From an optimization exercise on the open Yosys and OpenROAD flow, aimed at small area and a short achievable clock period; shortcuts taken in it are not production practice.
In this exercise RTL edits were held to simulation tests only and were not proved equivalent to the original.
No activity file was given, so power comes from the tool's default toggle rates.

rev 12:
==> flow/design.v (excerpt) <==
module flow_switch_top (
	input  logic                        clk,
	input  logic                        reset_L,
	input  logic                        i_psel,
	input  logic                        i_penable,
	input  logic                        i_pwrite,
	input  logic [4-1:0]          i_paddr,
	input  logic [8-1:0]          i_pwdata,
	output logic [8-1:0]          o_prdata,
	output logic                        o_pready,
	output logic                        o_pslverr,
	input  logic [4-1:0]          i_push,
	input  logic [4*6-1:0]  i_in_data,
	input  logic [4-1:0]          i_pop,
	output logic [4*6-1:0]  o_out_data,
	output logic [4-1:0]          o_out_empty
);
Size: about 2000 cells after synthesis, about 87 I/O pins.
==> flow/config.mk <==
export PLATFORM = sky130hd
export DESIGN_NAME = flow_switch_top
export DESIGN_NICKNAME = flow_switch_top
export VERILOG_FILES = /design/flow/design.v
export SDC_FILE = /design/flow/constraint.sdc
export NUM_CORES = 4
export LEC_CHECK = 0
export CAP_MARGIN = 20
export CORE_MARGIN = 2
export CORE_UTILIZATION = 45
export CTS_BUF_LIST = sky130_fd_sc_hd__clkbuf_8
export CTS_CLUSTER_DIAMETER = 50
export CTS_CLUSTER_SIZE = 16
export PLACE_DENSITY = 0.6
export SETUP_SLACK_MARGIN = 2.6
export SLEW_MARGIN = 20
==> flow/constraint.sdc <==
create_clock -name core_clock -period 5.0 [get_ports {clk}]
set_input_delay 1.0000 -clock core_clock [delete_from_list [all_inputs] [get_ports {clk}]]
set_output_delay 1.0000 -clock core_clock [all_outputs]
set_load 0.01 [all_outputs]
standard.sh (not shown) runs the stock make flow with config.mk's settings and CLKGATE_MAP_FILE= SYNTH_SCRIPT=/design/flow/synth_recipe.tcl, a recipe that flattens the netlist after the stock synthesis.
==> flow/flow/run.sh <==
#!/bin/bash
# Standard synthesis, then the combinational logic re-mapped by ABC with a
# delay target (registers untouched), then the standard layout steps.
set -euo pipefail
W=$(pwd)
R=$W/orfs/results/$FLOW_PLATFORM/flow_switch_top/base
LIB=$FLOW_HOME/platforms/sky130hd/lib/sky130_fd_sc_hd__tt_025C_1v80.lib
DELAY=${REMAP_DELAY_PS:-2000}
bash standard.sh synth > $W/synth.log 2>&1
cp $R/1_2_yosys.v $W/std_synth.v
sed -e "s|@LIB@|$LIB|g" -e "s|@IN@|$W/std_synth.v|g" -e "s|@OUT@|$W/remap.v|g" \
    -e "s|@DELAY@|$DELAY|g" -e "s|@CONSTR@|$W/flow/abc.constr|g" flow/remap.ys.in > $W/remap.ys
yosys -s $W/remap.ys > $W/remap.log 2>&1
cp $W/remap.v $R/1_2_yosys.v
rm -f $R/1_synth.odb $R/1_synth.sdc
bash standard.sh MATCH_CELL_FOOTPRINT=0 'BUFFER_PORTS_ARGS=-buffer_cell sky130_fd_sc_hd__buf_2' finish > $W/finish.log 2>&1
Other scripts of this flow, unchanged in this note and not shown: flow/flow/abc.constr, flow/flow/remap.ys.in
Rev 12 finished all stages; the layout is clean.
> inputs changed (rev 12 -> rev 13)
Settings: SETUP_SLACK_MARGIN changed from 2.6 to 2.3.
--- outcome ---
Delta (rev 13 minus rev 12): critical path arrival fell by 1460 ps; worst setup slack rose by 37 ps; share of total power in combinational logic fell by 2.5 points; met3 demand-to-capacity share in global routing stayed essentially flat; measured slew at the worst slew-check pin rose by 130 ps. Multi-input logic area on rev 13 is down relative to rev 12. Number of diodes added for antenna fixing ended up 3 lower on rev 13 than on rev 12. On rev 13: total power is about 1% lower than what rev 12 gave. Rev 13 vs rev 12 — cell area after layout dropped by a little under 10%.

* * *

flow_switch_top, a different RTL version from the one above (not shown whole).
For scale: about 2000 cells after synthesis, roughly 87 I/O pins.
clock: 5.0 ns
lec_check: 0
cap_margin: 20
core_margin: 2
core_utilization: 45
cts_buf_list: sky130_fd_sc_hd__clkbuf_8
cts_cluster_diameter: 50
cts_cluster_size: 16
place_density: 0.6
setup_slack_margin: 2.3
slew_margin: 20
==> flow/flow/run.sh <==
#!/bin/bash
# Standard synthesis, then the combinational logic re-mapped by ABC with a
# delay target (registers untouched), then the standard layout steps.
set -euo pipefail
W=$(pwd)
R=$W/orfs/results/$FLOW_PLATFORM/flow_switch_top/base
LIB=$FLOW_HOME/platforms/sky130hd/lib/sky130_fd_sc_hd__tt_025C_1v80.lib
DELAY=${REMAP_DELAY_PS:-2000}
bash standard.sh synth > $W/synth.log 2>&1
cp $R/1_2_yosys.v $W/std_synth.v
sed -e "s|@LIB@|$LIB|g" -e "s|@IN@|$W/std_synth.v|g" -e "s|@OUT@|$W/remap.v|g" \
    -e "s|@DELAY@|$DELAY|g" -e "s|@CONSTR@|$W/flow/abc.constr|g" -e "s|@RDSCRIPT@|$W/flow/rdcone.abc|g" flow/remap.ys.in > $W/remap.ys
yosys -s $W/remap.ys > $W/remap.log 2>&1
cp $W/remap.v $R/1_2_yosys.v
rm -f $R/1_synth.odb $R/1_synth.sdc
bash standard.sh MATCH_CELL_FOOTPRINT=0 'BUFFER_PORTS_ARGS=-buffer_cell sky130_fd_sc_hd__buf_2' finish > $W/finish.log 2>&1
Other scripts of this flow, unchanged in this note and not shown: flow/flow/abc.constr, flow/flow/rdcone.abc, flow/flow/remap.ys.in
==> next run, changes <==
Settings changed: GPL_ROUTABILITY_DRIVEN set to 0, SETUP_SLACK_MARGIN 2.3 to 2.2.
After rerunning: The changed run finished clean; design area came out lower by 0.61%; total power grows by 1.2%; sequential cell count stays the same; combinational power drops by about 2%; setup slack improved by 0.075 ns; clock-buffer cell count grows by 4; die area stays the same.
==> next run, changes <==
Settings changed: GPL_ROUTABILITY_DRIVEN 0 to not set, SETUP_SLACK_MARGIN 2.2 to 2.4.
Clock skew is lower by 0.0088 ns.
Worst setup slack gets worse by 0.11 ns.
Utilization is higher by 0.82 points.
Routed wire length came out higher by 2.4%.
Cell area grows by about 1.6%.
==> next run, changes <==
--- a/flow/flow/run.sh
+++ b/flow/flow/run.sh
@@ -2,2 +2,7 @@
-# Standard synthesis, then the combinational logic re-mapped by ABC with a
-# delay target (registers untouched), then the standard layout steps.
+# Standard synthesis (standard.sh synth, unchanged), then its combinational
+# logic re-mapped by ABC (flow/remap.ys.in: the APB read-data cone first, for
+# delay, then the rest; every register stays the instance and cell type the
+# standard synthesis made), then the standard layout steps on that netlist,
+# with sizing free to change a cell's footprint and the port buffers built
+# from buf_2. Each tool's output goes to its own log here: synth.log,
+# remap.log, finish.log.
Settings changed: SETUP_SLACK_MARGIN 2.4 to 2.3, TNS_END_PERCENT set to 20.
Effect: Count of clock-buffer cells in the layout drops by 3. Register-to-register slack got worse by 0.17 ns. First-iteration DRC count is higher by 5.7%. Worst setup slack gets better by 0.024 ns. Routed wire length goes down by 1.8%. Global-route usage decreases by 0.42 points.

static timing again, ports no longer ideal:
In the flow no input, the clock included, has a driving cell. The finished layouts below were timed again as built, in two steps.
Step 1: set_driving_cell puts a clkbuf_16 on clk and a buf_2 on each other input, an assumption about the parent block.
Step 2 also shifts input and output timing later by t, the mid clock arrival at the registers, as if the neighbouring blocks saw the same clock.
Three values: ideal, step 1, step 2; two values: the first two.
| run | shift t [ns] | setup WS [ns] | worst hold slack (ns) |
|---|---|---|---|
| rev 12 | 0.762 | 2.156 / 2.070 / 1.987 | 0.439 / 0.439 / 0.439 |
| rev 13 | 0.753 | 2.193 / 2.112 / 1.722 | 0.423 / 0.423 / 0.423 |
| the first run of note 2 | 0.754 | 2.185 / 2.134 / 1.747 | 0.439 / 0.439 / 0.439 |
| the second run of note 2 | 0.736 | 2.260 / 2.187 / 1.654 | 0.434 / 0.434 / 0.434 |
| the third run of note 2 | 0.746 | 2.147 / 2.103 / 1.745 | 0.440 / 0.440 / 0.440 |
| the fourth run of note 2 | 0.730 | 2.171 / 2.131 / 1.615 | 0.448 / 0.448 / 0.448 |
After both steps setup and hold are still met in every run listed. For the second run of note 2, which loses most, drivers alone change the setup slack by -0.073 ns; drivers and shift together by -0.606 ns.
